From an optimization exercise on the open Yosys and OpenROAD flow, aimed at small area, a short achievable clock period and few clock cycles per item; shortcuts taken in it are not production practice. The RTL was checked by simulation tests, not by an equivalence proof against the original design. Power and IR drop assume default switching activity.

$ cat design/flow/config.mk
export PLATFORM = sky130hd
export DESIGN_NAME = dcache_top
export DESIGN_NICKNAME = dcache_top
export VERILOG_FILES = /design/flow/design.v
export SDC_FILE = /design/flow/constraint.sdc
export NUM_CORES = 4
export LEC_CHECK = 0
export CAP_MARGIN = 20
export CORE_MARGIN = 2
export CORE_UTILIZATION = 45
export CTS_CLUSTER_DIAMETER = 100
export CTS_CLUSTER_SIZE = 24
export SETUP_SLACK_MARGIN = 5
export SLEW_MARGIN = 20
export TNS_END_PERCENT = 100
$ cat design/flow/constraint.sdc
create_clock -name core_clock -period 8.0 [get_ports {CLK}]
set_input_delay 1.6000 -clock core_clock [delete_from_list [all_inputs] [get_ports {CLK}]]
set_output_delay 1.6000 -clock core_clock [all_outputs]
set_load 0.01 [all_outputs]
$ cat design/flow/design.v
package dcache_pkg;
   localparam int IDX_W = 3;
   localparam int TAG_W = 26;
   localparam int SETS  = 8;
   localparam int WAYS  = 2;
   localparam int LINES = WAYS * SETS;
endpackage
`timescale 1ns/1ns
module dcache_top (
   input  logic        CLK,
   input  logic        nRST,
   input  logic        cpu_ren,
   input  logic        cpu_wen,
   input  logic [31:0] cpu_addr,
   input  logic [31:0] cpu_wdata,
   input  logic        halt,
   output logic        dhit,
   output logic [31:0] dmemload,
   output logic        flushed,
   output logic        mem_ren,
   output logic        mem_wen,
   output logic [31:0] mem_addr,
   output logic [31:0] mem_wdata,
   input  logic        dwait,
   input  logic [31:0] dload
);
   localparam int TAG_W = dcache_pkg::TAG_W;
   localparam int LINES = dcache_pkg::LINES;
   typedef enum logic [3:0] {
      IDLE, LOOK, WB0, WB1, FILL0, FILL1, RESP, FSTART, FWB0, FWB1, DONE
   } state_t;
   logic [LINES-1:0]                 valid_q, dirty_q;
   logic [LINES-1:0][TAG_W-1:0]      tag_q;
   logic [LINES-1:0][1:0][31:0]      data_q;
   logic [7:0]                       lru_q;      
   state_t             state_q;
   logic [TAG_W-1:0]   atag_q;                  
   logic [2:0]         aidx_q;                  
   logic               aoff_q, awen_q;
   state_t             state_d;
   logic               idle_q;                  
   logic               look_q;                  
   logic               first_q, second_q;       
   logic               wbst_q;                  
   logic               fillst_q;                
   logic               wsel_q;                  
   logic [TAG_W-1:0]   t0_q, t1_q;              
   logic               v0_q, v1_q;              
   logic               vict_q, vd_q;            
   logic               fl_q;                    
   logic [2:0]         fidx_q, fidx_d;          
   logic               way_q;                   
   logic               dhit_q, ren_q, wen_q, flushed_q;
   logic [31:3]        maddr_q;
   logic               mword_q;
   logic [31:0]        od_q;                    
   logic               req, done;
   logic [TAG_W-1:0]   t0, t1, tsel;
   logic [1:0][31:0]   x0, x1;                  
   logic [2:0]         sidx;
   logic               m0, m1, hit, vict, wsel, vdirty;
   logic               wb_d, mword_d;
   logic [31:0]        xo0, xo1, xsel, xw0;
   logic [LINES-1:0]   pend;                    
   logic               any_pend;
   logic [3:0]         first_pend;
   assign req  = cpu_ren | cpu_wen;
   assign done = !dwait;
   assign sidx = idle_q ? cpu_addr[5:3] : aidx_q;
   assign t0  = tag_q[{1'b0, sidx}];
   assign t1  = tag_q[{1'b1, sidx}];
   assign x0  = data_q[{1'b0, aidx_q}];    
   assign x1  = data_q[{1'b1, aidx_q}];
   assign m0  = v0_q && (t0_q == atag_q);
   assign m1  = v1_q && (t1_q == atag_q);
   assign hit = m0 | m1;
   assign xo0 = aoff_q ? x0[1] : x0[0];
   assign xo1 = aoff_q ? x1[1] : x1[0];
   assign vict   = vict_q;
   assign vdirty = vd_q;
   assign wsel = wsel_q;
   assign tsel = wsel ? t1 : t0;
   assign xsel = mword_d ? (wsel ? x1[1] : x0[1]) : (wsel ? x1[0] : x0[0]);
   assign xw0  = way_q ? x1[0] : x0[0];
   assign wb_d    = look_q ? vdirty : (wbst_q && !(second_q && done));
   assign mword_d = (first_q && done) || (second_q && !done);
   assign pend = valid_q & dirty_q;
   always_comb begin
      any_pend   = 1'b0;
      first_pend = '0;
      for (int l = LINES - 1; l >= 0; l--) begin
         if (pend[l]) begin
            any_pend   = 1'b1;
            first_pend = 4'(l);
         end
      end
   end
   assign dhit      = dhit_q;
   assign dmemload  = od_q;
   assign flushed   = flushed_q;
   assign mem_ren   = ren_q;
   assign mem_wen   = wen_q;
   assign mem_addr  = {maddr_q, mword_q, 2'b00};
   assign mem_wdata = od_q;
   always_comb begin
      state_d = state_q;
      case (state_q)
         IDLE: begin
            if (halt) begin
               state_d = any_pend ? FSTART : DONE;
            end else if (req) begin
               state_d = LOOK;
            end
         end
         LOOK:   state_d = hit ? RESP : (vdirty ? WB0 : FILL0);
         WB0:    if (done) state_d = WB1;
         WB1:    if (done) state_d = FILL0;
         FILL0:  if (done) state_d = FILL1;
         FILL1:  if (done) state_d = RESP;
         RESP:   state_d = IDLE;
         FSTART: state_d = FWB0;
         FWB0:   if (done) state_d = FWB1;
         FWB1:   if (done) state_d = any_pend ? FSTART : DONE;
         DONE:   state_d = DONE;
         default: state_d = IDLE;
      endcase
   end
   always_ff @(posedge CLK, negedge nRST) begin
      if (!nRST) begin
         state_q   <= IDLE;
         idle_q    <= 1'b1;
         look_q    <= 1'b0;
         first_q   <= 1'b0;
         second_q  <= 1'b0;
         wbst_q    <= 1'b0;
         fillst_q  <= 1'b0;
         fl_q      <= 1'b0;
         dhit_q    <= 1'b0;
         ren_q     <= 1'b0;
         wen_q     <= 1'b0;
         flushed_q <= 1'b0;
         valid_q   <= '0;
         lru_q     <= '0;
      end else begin
         state_q  <= state_d;
         idle_q   <= (state_d == IDLE);
         look_q   <= (state_d == LOOK);
         first_q  <= (state_d == WB0) || (state_d == FILL0) || (state_d == FWB0);
         second_q <= (state_d == WB1) || (state_d == FILL1) || (state_d == FWB1);
         wbst_q   <= (state_d == WB0) || (state_d == WB1) || (state_d == FSTART) ||
                     (state_d == FWB0) || (state_d == FWB1);
         fillst_q <= (state_d == FILL0) || (state_d == FILL1);
         case (state_q)
            IDLE: begin
               if (halt) begin
                  fl_q      <= 1'b1;
                  flushed_q <= !any_pend;
               end
            end
            LOOK: begin
               if (hit) begin
                  dhit_q  <= 1'b1;
               end else if (vdirty) begin
                  wen_q   <= 1'b1;
               end else begin
                  ren_q   <= 1'b1;
               end
            end
            WB1: begin
               if (done) begin
                  wen_q   <= 1'b0;
                  ren_q   <= 1'b1;
               end
            end
            FILL1: begin
               if (done) begin
                  ren_q                    <= 1'b0;
                  dhit_q                   <= 1'b1;
                  valid_q <= valid_q | tline_q;
               end
            end
            RESP: begin
               dhit_q        <= 1'b0;
               for (int i = 0; i < 8; i++) begin
                  if ((|sel_q[i]) || (|sel_q[i + 8])) lru_q[i] <= ~way_q;
               end
            end
            FSTART: begin
               wen_q   <= 1'b1;
            end
            FWB1: begin
               if (done && !any_pend) begin
                  wen_q     <= 1'b0;
                  flushed_q <= 1'b1;
               end else if (done) begin
                  wen_q   <= 1'b0;
               end
            end
            default: begin
            end
         endcase
      end
   end
   logic                  fill_done, cpu_write, clean, resp_d, way_d, word_d, cw_q;
   logic [LINES-1:0][1:0] sel_q;
   logic [LINES-1:0]      tline_q;               
   logic [LINES-1:0]      fline_q;               
   logic [31:0]           wbus;
   assign fill_done = fillst_q && done;
   assign cpu_write = cw_q;
   assign clean     = (state_q == FWB0) && done;
   assign wbus      = cw_q ? cpu_wdata : dload;
   assign resp_d    = (look_q && hit) || ((state_q == FILL1) && done);
   assign way_d     = look_q ? (hit ? m1 : vict) : way_q;
   assign word_d    = resp_d ? aoff_q : mword_d;
   always_ff @(posedge CLK, negedge nRST) begin
      if (!nRST) begin
         cw_q <= 1'b0;
      end else begin
         cw_q <= resp_d && awen_q;
      end
   end
   always_ff @(posedge CLK) begin
      for (int l = 0; l < LINES; l++) begin
         for (int w = 0; w < 2; w++) begin
            sel_q[l][w] <= ({way_d, aidx_q, word_d} == {4'(l), w[0]});
         end
         tline_q[l] <= ((state_d == FILL0) || (state_d == FILL1)) && ({way_d, aidx_q} == 4'(l));
      end
   end
   always_ff @(posedge CLK) begin
      for (int l = 0; l < LINES; l++) begin
         for (int w = 0; w < 2; w++) begin
            if (sel_q[l][w] && (fill_done || cw_q)) begin
               data_q[l][w] <= wbus;
            end
         end
         if (tline_q[l]) begin
            tag_q[l] <= atag_q;
         end
         if (((state_q == FILL1) && done && tline_q[l]) || (clean && fline_q[l])) begin
            dirty_q[l] <= 1'b0;
         end else if (cpu_write && ((|sel_q[l]))) begin
            dirty_q[l] <= 1'b1;
         end
      end
   end
   assign fidx_d = (((state_q == IDLE) && halt) || ((state_q == FWB1) && done)) ?
                   first_pend[2:0] : fidx_q;
   always_ff @(posedge CLK) begin
      fidx_q <= fidx_d;
      for (int l = 0; l < LINES; l++) begin
         fline_q[l] <= ({((((state_q == IDLE) && halt) || ((state_q == FWB1) && done)) ?
                          first_pend[3] : way_q), fidx_d} == 4'(l));
      end
      case (state_q)
         IDLE:    wsel_q <= halt ? first_pend[3] : lru_q[cpu_addr[5:3]];
         LOOK:    wsel_q <= vict;
         FWB1:    if (done) wsel_q <= first_pend[3];
         default: begin
         end
      endcase
      case (state_q)
         IDLE: begin
            if (halt) way_q <= first_pend[3];
         end
         LOOK: begin
            way_q <= hit ? m1 : vict;
         end
         FWB1: begin
            if (done) way_q <= first_pend[3];
         end
         default: begin
         end
      endcase
   end
   always_ff @(posedge CLK) begin
      t0_q    <= t0;
      t1_q    <= t1;
      v0_q    <= valid_q[{1'b0, sidx}];
      v1_q    <= valid_q[{1'b1, sidx}];
      atag_q  <= cpu_addr[31:6];
      aoff_q  <= cpu_addr[2];
      awen_q  <= cpu_wen;
      aidx_q  <= (fl_q || halt) ? fidx_d : cpu_addr[5:3];
      vict_q  <= lru_q[cpu_addr[5:3]];
      vd_q    <= valid_q[{lru_q[cpu_addr[5:3]], cpu_addr[5:3]}] &
                 dirty_q[{lru_q[cpu_addr[5:3]], cpu_addr[5:3]}];
   end
   always_ff @(posedge CLK) begin
      if (look_q) begin
         od_q <= hit ? (m1 ? xo1 : xo0) : xsel;
      end else if (fillst_q && second_q) begin
         od_q <= aoff_q ? dload : xw0;
      end else begin
         od_q <= xsel;
      end
      mword_q  <= mword_d;
      maddr_q  <= {(wb_d ? tsel : atag_q), aidx_q};
   end
endmodule
$ cat design/flow/flow/run.sh
#!/bin/bash
# The standard layout, with two changes to how ports are buffered and cells sized:
# port buffers are buf_4 (not the slow delay cells the default picks), and timing
# repair may change a cell's footprint, not just its drive strength. Synthesis,
# floorplan, power grid, placement, CTS and routing are otherwise the standard ones.
set -euo pipefail
bash standard.sh MATCH_CELL_FOOTPRINT=0 'BUFFER_PORTS_ARGS=-buffer_cell sky130_fd_sc_hd__buf_4' finish > standard_flow.log 2>&1
$ cat design/flow/standard.sh
#!/bin/bash
# synth_recipe.tcl (not shown) runs the flow's synth.tcl, then flattens the netlist and writes it again
# the make line also repeats each setting of config.mk as NAME=value (left out here)
make -C /OpenROAD-flow-scripts/flow DESIGN_CONFIG=/design/flow/config.mk WORK_HOME=/design/flow/orfs CLKGATE_MAP_FILE= SYNTH_SCRIPT=/design/flow/synth_recipe.tcl "${@:-finish}"
==> results of run 1 <==
==> cells in the mapped netlist (all sizes together), types with 7 or more instances <==
library cell,n,area (sq um)
clkbuf,115,432
o22ai,32,200
a21oi,84,424
a21o,19,143
a31oi,15,93.8
a211oi,36,270
o21a,27,203
a221oi,33,289
nor2,167,632
xnor2,40,350
dfxtp,232,4640
xor2,14,123
a22o,10,87.6
nor3,41,285
a222oi,16,160
mux2,122,1370
mux2i,102,1020
o21ai,84,424
or4,11,82.6
nand4,22,138
inv,90,338
buf,108,631
nand2,43,161
dfrtp,39,976
mux4,402,9050
nand2b,14,87.6
nand3,7,35.0
nor4,12,75.1
edfxtp,1442,43300
nor2b,34,213
==> registers in the layout, summed over array words and instances (netlist names), 3 cells and up <==
register / count
tag_q: 416
maddr_q: 29
state_q: 4
tline_q: 16
fline_q: 16
t1_q: 26
atag_q: 26
aidx_q: 3
dirty_q: 16
od_q: 32
t0_q: 26
sel_q: 32
data_q: 1024
fidx_q: 3
valid_q: 16
lru_q: 8
==> critical path, cell delays in order <==
cell and delay, ps:
buf_4 190, clkinv_8 80, a21oi_4 60, buf_4 290
nor2b_4 540, buf_4 560
==> metal layers <==
metal  vias to the layer above  track usage  part of all wire
met5                         -            0           0.00026
met4                         8       0.0589             0.029
li1                      14214            -                 -
met2                      1254        0.370              0.49
met1                     18071        0.315              0.42
met3                       247       0.0329             0.066
==> final timing paths <==
kind                                                 to
worst max-delay path              data_q[160]$_DFFE_PP_
worst min-delay path            dirty_q[7]$_SDFFE_PP0P_
worst max register to register         od_q[14]$_DFF_P_
worst min register to register  dirty_q[7]$_SDFFE_PP0P_
max in group asynchronous                cw_q$_DFF_PN0_
min in group asynchronous          lru_q[4]$_DFFE_PN0P_
==> layout make-up <==
| type | instances | area, sq um | share of cell area |
|---|---|---|---|
| Antenna cell | 2 | 5.00 | 0.0000677 |
| Clock inverter | 9 | 135 | 0.00183 |
| Timing Repair Buffer | 321 | 2810 | 0.0380 |
| Sequential cell | 1714 | 49000 | 0.663 |
| Inverter | 90 | 350 | 0.00474 |
| Clock buffer | 142 | 2330 | 0.0315 |
| Multi-Input combinational cell | 1427 | 16900 | 0.228 |
| Tap cell | 1930 | 2410 | 0.0327 |
==> cell families after synthesis <==
family                    after synthesis  share of synthesized area
and+or+nand+nor                       374                     0.0282
buffers and inverters                 313                     0.0210
AOI/OAI and AO/OA                     370                     0.0364
xor gates and xnor gates               54                    0.00710
DFF                                  1714                      0.735
muxes                                 626                      0.172
other                                   1                  0.0000563
==> power by group through the flow <==
stage	clock network, mW	registers [mW]	logic [mW]
3_5_place_dp	0	10.8	3.68
6_report	4.84	10.6	3.89
5_1_grt	5.23	10.6	4.15
2_1_floorplan	0	10.6	2.40
3_3_place_gp	0	10.8	3.65
4_1_cts	4.95	10.6	3.80
==> through the flow <==
stage	setup slack [ps]	area (sq um)	hold WS, ps	power [mW]
final	5010	73900	436	19.3
after global routing	4930	73900	445	20.0
after CTS	4990	73500	434	19.3
after detailed placement	3670	70500	424	14.5
after global placement	3670	70500	416	14.4
after floorplan	4720	67000	326	13.0
==> repair_timing <==
item,4_1_cts,5_1_grt
setup endpoints to repair,890,193
setup buffers,20,11
gates cloned,6,6
hold buffers,0,0
resized for setup,82,40
pin swaps,4,3
==> flow_summary_export.csv, run 1 <==
group,metric,value,unit
drt,dr.pass1.iters,8,
setup_path,crit_start,"dwait",
drt,initialDrtViolationCount,3868,
placement,gp_congestion,0.830,
timing,final_hold_viol_count,0,
die,start_util,0.452,
die,die_w,389,um
timing,period_minus_slack,2990,ps
synth,synthArstFlopShare,0.0233,
setup_path,cp_data_arrival_time,3370,ps
timing,setup-violations-final,0,
timing,finalMaxSlewViolations,0,
final_layout,drive_above_1_share,0.296,
final_layout,mostFrequentLayoutCell,"edfxtp_1",
die,rows,141,
setup_path,start_kind,"input port",
pwr,ir_drop,0.182,mV
synth,ys_warn_count,1,
setup_path,cp-end-kind,"flop",
grt,overflow,0,
drt,vias,33794,
setup_path,cp_max_fo,19,
drt,drc,0,
final_layout,fillerInstances,11840,
grt,track_usage,0.225,
timing,slew_headroom,0.233,
clock_network,insertion_delay,740,ps
die,ios,202,
timing,tightest_slew,1150,ps
drt,viasPerCell,6.00,
drt,ant_nets,0,
pwr,leakage,23.5,nW
pwr,p_comb_frac,0.201,
hold_path,hp-class,"flop to flop",
clock_network,cts_sinks,1714,
placement,dp.final_hpwl,89900,um
setup_path,r2r_setup_slack,5020,ps
final_layout,finish.utilization,0.502,
hold_path,whs_path_depth,1,
drt,routed_wl,172000,um
timing,clock_skew,35.8,ps
setup_path,reg2regPathDepth,8,
clock_network,htreeDepth,3,
clock_network,cts_root_buffer,"clkbuf_16",
grt,antenna_found_initial,7,
timing,fin_crit_sh,0.374,
synth,synth-edff-count,1442,
final_layout,area_growth,11.1,%
placement,dp.cells,5439,
grt,grt_pass1_wl,243000,um
final_layout,finalNonFillerCells,5635,
pwr,pwr-share-seq,0.548,
die,coreArea,147000,sq um
placement,port-buffer-count,197,
grt,grt_start_max_net_pins,77,
synth,syn_inst,3452,
clock_network,clock_path_buffers,3,
clock_network,cts_buffers,82,
synth,synth_flop_cell,"edfxtp_1",
setup_path,required,8380,ps
setup_path,timing.rr.start,"atag_q[0]$_DFF_P_",
synth,ys_seq_area_frac,0.735,
pwr,p_sw,5.43,mW
clock_network,path_clk_slew,100,ps
final_layout,layout_common_cells,"edfxtp_1, mux4_2, buf_4, dfxtp_1, nor2_1",
synth,synth_cell_types,60,
pwr,p_per_area,261,nW/um^2
pwr,clkPwrFrac,0.250,
pwr,p_int,13.9,mW
run_status,status,"no timing/DRC/antenna violations",
clock_network,cts_tree,"built",
final_layout,finalNetCount,3738,
timing,rsz0062_at_grt,"true",
grt,grt_pass1_vias,33241,
die,fp.dieH,389,um
setup_path,critical_path_class,"input port to flop",
synth,syn_area,66600,sq um
drt,detail_route.wl_per_cell,30.6,um
hold_path,hold_start,"fline_q[7]$_DFF_P_",
timing,fmax,0.334,GHz
job,cap_violations,0,
synth,synth_seq_cells,1714,
synth,syn_avg_cell_area,19.3,sq um
timing,setup_tns,0,ps
die,dieArea,151000,sq um
pwr,p_sw_frac,0.281,
Testbench counts, summed over its fixed seeds: cycles 43,092, accesses 4,800.
==> run 2: changes to the inputs <==
==> design/flow/flow/run.sh (replaced) <==
#!/bin/bash
# The standard layout, with two changes to how ports are buffered and cells sized:
# port buffers are buf_2 (not the slow delay cells the default picks), and timing
# repair may change a cell's footprint, not just its drive strength. Synthesis,
# floorplan, power grid, placement, CTS and routing are otherwise the standard ones.
set -euo pipefail
bash standard.sh MATCH_CELL_FOOTPRINT=0 'BUFFER_PORTS_ARGS=-buffer_cell sky130_fd_sc_hd__buf_2' finish > standard_flow.log 2>&1
==> flow_summary_export.csv, run 2 <==
group,metric,value,unit
timing,rsz0062_at_grt,"true",
final_layout,finish.utilization,0.500,
clock_network,cts_tree,"built",
timing,slew_headroom,0.246,
clock_network,cts_sinks,1714,
placement,port-buffer-count,197,
hold_path,hp-class,"flop to flop",
clock_network,path_clk_slew,100,ps
setup_path,slowest_delay,540,ps
synth,synth.largest_area_cell,"edfxtp_1",
grt,global_route.usage.met3,0.0336,
setup_path,cp_top_family,"multiplexers",
synth,ys_seq_area_frac,0.735,
drt,drc,0,
final_layout,finalNetCount,3749,
synth,synth_cell_types,60,
setup_path,cp_data_arrival_time,3600,ps
pwr,p_int,13.8,mW
grt,track_usage,0.226,
final_layout,top_register,"data_q",
drt,detail_route.wl_per_cell,30.6,um
setup_path,cp_max_fo,12,
setup_path,crit_chain,"buf_2, mux2i_4, buf_12, buf_4, mux4_2, mux2_2, nor2_1, o21ai_1, o21a_1",
drt,routed_wl,173000,um
timing,fin_crit_sh,0.373,
drt,viasPerCell,5.98,
setup_path,worst-path-stages,9,
placement,gp_congestion,0.814,
setup_path,start_kind,"input port",
die,rows,141,
clock_network,cts_root_buffer,"clkbuf_16",
synth,synth.top_cells.by_count,"edfxtp_1, mux4_2, dfxtp_1",
timing,final_hold_viol_count,0,
synth,synth_flop_cell,"edfxtp_1",
setup_path,required,8620,ps
synth,syn_area,66600,sq um
die,start_util,0.452,
setup_path,critical_path_class,"input port to flop",
synth,yosysMostFrequentCell,"edfxtp_1",
synth,syn_inst,3452,
synth,yosysTopAreaCellShare,0.650,
pwr,p_sw,5.46,mW
timing,tightest_slew,1130,ps
clock_network,clock_path_buffers,3,
setup_path,crit_start,"cpu_addr[3]",
die,die_w,389,um
pwr,clkPwrFrac,0.256,
pwr,p_per_area,261,nW/um^2
pwr,finalPower,19.3,mW
synth,synthArstFlopShare,0.0233,
setup_path,timing.rr.start,"atag_q[8]$_DFF_P_",
timing,setup-violations-final,0,
hold_path,whs_path_depth,1,
grt,grt_pass1_wl,243000,um
pwr,pwr-share-seq,0.548,
grt,overflow,0,
synth,syn_avg_cell_area,19.3,sq um
final_layout,mostFrequentLayoutCell,"edfxtp_1",
clock_network,insertion_delay,730,ps
hold_path,hold_start,"fline_q[6]$_DFF_P_",
synth,synth-edff-count,1442,
die,fp.dieH,389,um
grt,antenna_found_initial,14,
final_layout,drive_above_1_share,0.299,
die,dieArea,151000,sq um
grt,grt-busiest-layer,"met2",
clock_network,cts_buffers,84,
synth,synth.area.top_cells,"edfxtp_1, mux4_2, dfxtp_1, mux2_2, mux2i_1",
grt,grt_pass1_vias,33315,
pwr,ir_drop,0.236,mV
grt,grt_use_met1,0.319,
timing,period_minus_slack,2990,ps
pwr,leakage,23.4,nW
drt,ant_nets,0,
final_layout,largest_reg_flops,1024,
timing,finalMaxSlewViolations,0,
drt,vias,33766,
timing,fmax,0.335,GHz
final_layout,area_growth,10.7,%
clock_network,ctsHoldBuffers,0,
timing,setup_tns,0,ps
drt,initialDrtViolationCount,3722,
clock_network,htreeDepth,3,
setup_path,cpMaxStageDelayCell,"mux4_2",
final_layout,reg.largest.list,"data_q x1024, tag_q x416",
setup_path,cp-end-kind,"flop",
setup_path,path_buf_inv,3,
job,cap_violations,0,
setup_path,reg2regPathDepth,8,
final_layout,layout_common_cells,"edfxtp_1, mux4_2, buf_2, dfxtp_1, nor2_1",
run_status,status,"no timing/DRC/antenna violations",
pwr,p_sw_frac,0.284,
timing,clock_skew,38.9,ps
synth,synth_seq_cells,1714,
grt,grt_start_max_net_pins,97,
synth,ys_warn_count,1,
die,coreArea,147000,sq um
pwr,p_comb_frac,0.197,
drt,dr.pass1.iters,6,
placement,dp.final_hpwl,88800,um
grt,met2_usage,0.370,
die,ios,202,
run 2: cell type report:
cell class / instances / area, sq um
Fill cell: 11831 / 73600
Tap cell: 1930 / 2410
Sequential cell: 1714 / 49000
Multi-Input combinational cell: 1428 / 16900
Antenna cell: 3 / 7.51
Timing Repair Buffer: 329 / 2440
Inverter: 90 / 350
Clock inverter: 10 / 155
Clock buffer: 147 / 2390
run 2: power groups by stage:
| stage | Sequential [mW] | Combinational [mW] | Clock, mW |
|---|---|---|---|
| 2_1_floorplan | 10.6 | 2.40 | 0 |
| 3_3_place_gp | 10.7 | 3.55 | 0 |
| 3_5_place_dp | 10.7 | 3.57 | 0 |
| 4_1_cts | 10.5 | 3.72 | 5.04 |
| 5_1_grt | 10.6 | 4.05 | 5.32 |
| 6_report | 10.5 | 3.79 | 4.92 |
run 2: cells by family after synthesis:
family / Yosys count / share of synthesized area
other: 1 / 0.0000563
DFF: 1714 / 0.735
buffers and inverters: 313 / 0.0210
AOI/OAI and AO/OA: 370 / 0.0364
and+or+nand+nor: 374 / 0.0282
xor gates and xnor gates: 54 / 0.00710
muxes: 626 / 0.172
run 2: final timing paths:
path	endpoint	slack [ps]
max reg2reg	od_q[6]$_DFF_P_	5080
min reg2reg	dirty_q[6]$_SDFFE_PP0P_	430
max	maddr_q[20]$_DFF_P_	5010
min in group asynchronous	valid_q[13]$_DFFE_PN0P_	950
min	dirty_q[6]$_SDFFE_PP0P_	430
max in group asynchronous	cw_q$_DFF_PN0_	6600
run 2: layer usage:
layer | part of all wire | wire (um) | vias up
met4 | 0.027 | 4640 | 8
met2 | 0.49 | 84200 | 1211
met5 | 0.00025 | 44 | -
met3 | 0.067 | 11500 | 225
met1 | 0.42 | 72400 | 18079
li1 | - | - | 14243
run 2: per-stage QoR:
step	worst slack, ps	area [sq um]	hold WS [ps]	cells
6_report	5010	73700	432	5651
5_1_grt	4940	73700	436	5648
4_1_cts	4820	73300	428	5631
3_5_place_dp	3530	70000	422	5435
3_3_place_gp	3520	70000	416	5435
2_1_floorplan	4720	67000	326	3453
run 2: timing repair:
action	4_1_cts	5_1_grt
gates cloned	7	3
resized for setup	80	64
pin swaps	2	4
setup buffers	32	13
endpoints found under the setup margin	573	106
run 2: worst reg2reg max path, stage by stage (launching register included):
cell     delay [ps]
dfxtp_1         300
buf_4           190
xnor2_1         510
nand4_1         160
or4_1           480
nor4_4          500
o21ai_4          80
buf_6           290
o21ai_0         330

[re-timing with driven ports]
No port has a modelled driver above. Below, the same layouts with a new extraction and two added sets of constraints. Step 1 (the two cells are an assumption about what drives the block):
set clk [get_ports {CLK}]
set_driving_cell -lib_cell sky130_fd_sc_hd__clkbuf_16 $clk
set_driving_cell -lib_cell sky130_fd_sc_hd__buf_2 [delete_from_list [all_inputs] $clk]
Step 2 also shifts input and output timing later by t, the mid clock arrival at the registers, as if the neighbouring blocks saw the same clock. Three values: ideal, step 1, step 2; two values: the first two.
run	t (ns)	setup WS [ns]	worst setup path after step 2	clock arrival spread, ns
run 1	0.806	5.007 / 4.943 / 4.162	input to register	0.039 / 0.039
run 2	0.793	5.012 / 4.935 / 4.141	input to register	0.039 / 0.039
After both steps setup and hold are still met in every run listed. The setup slack of run 2, which loses most, moves by -0.077 ns with the drivers and by -0.871 ns with both steps.
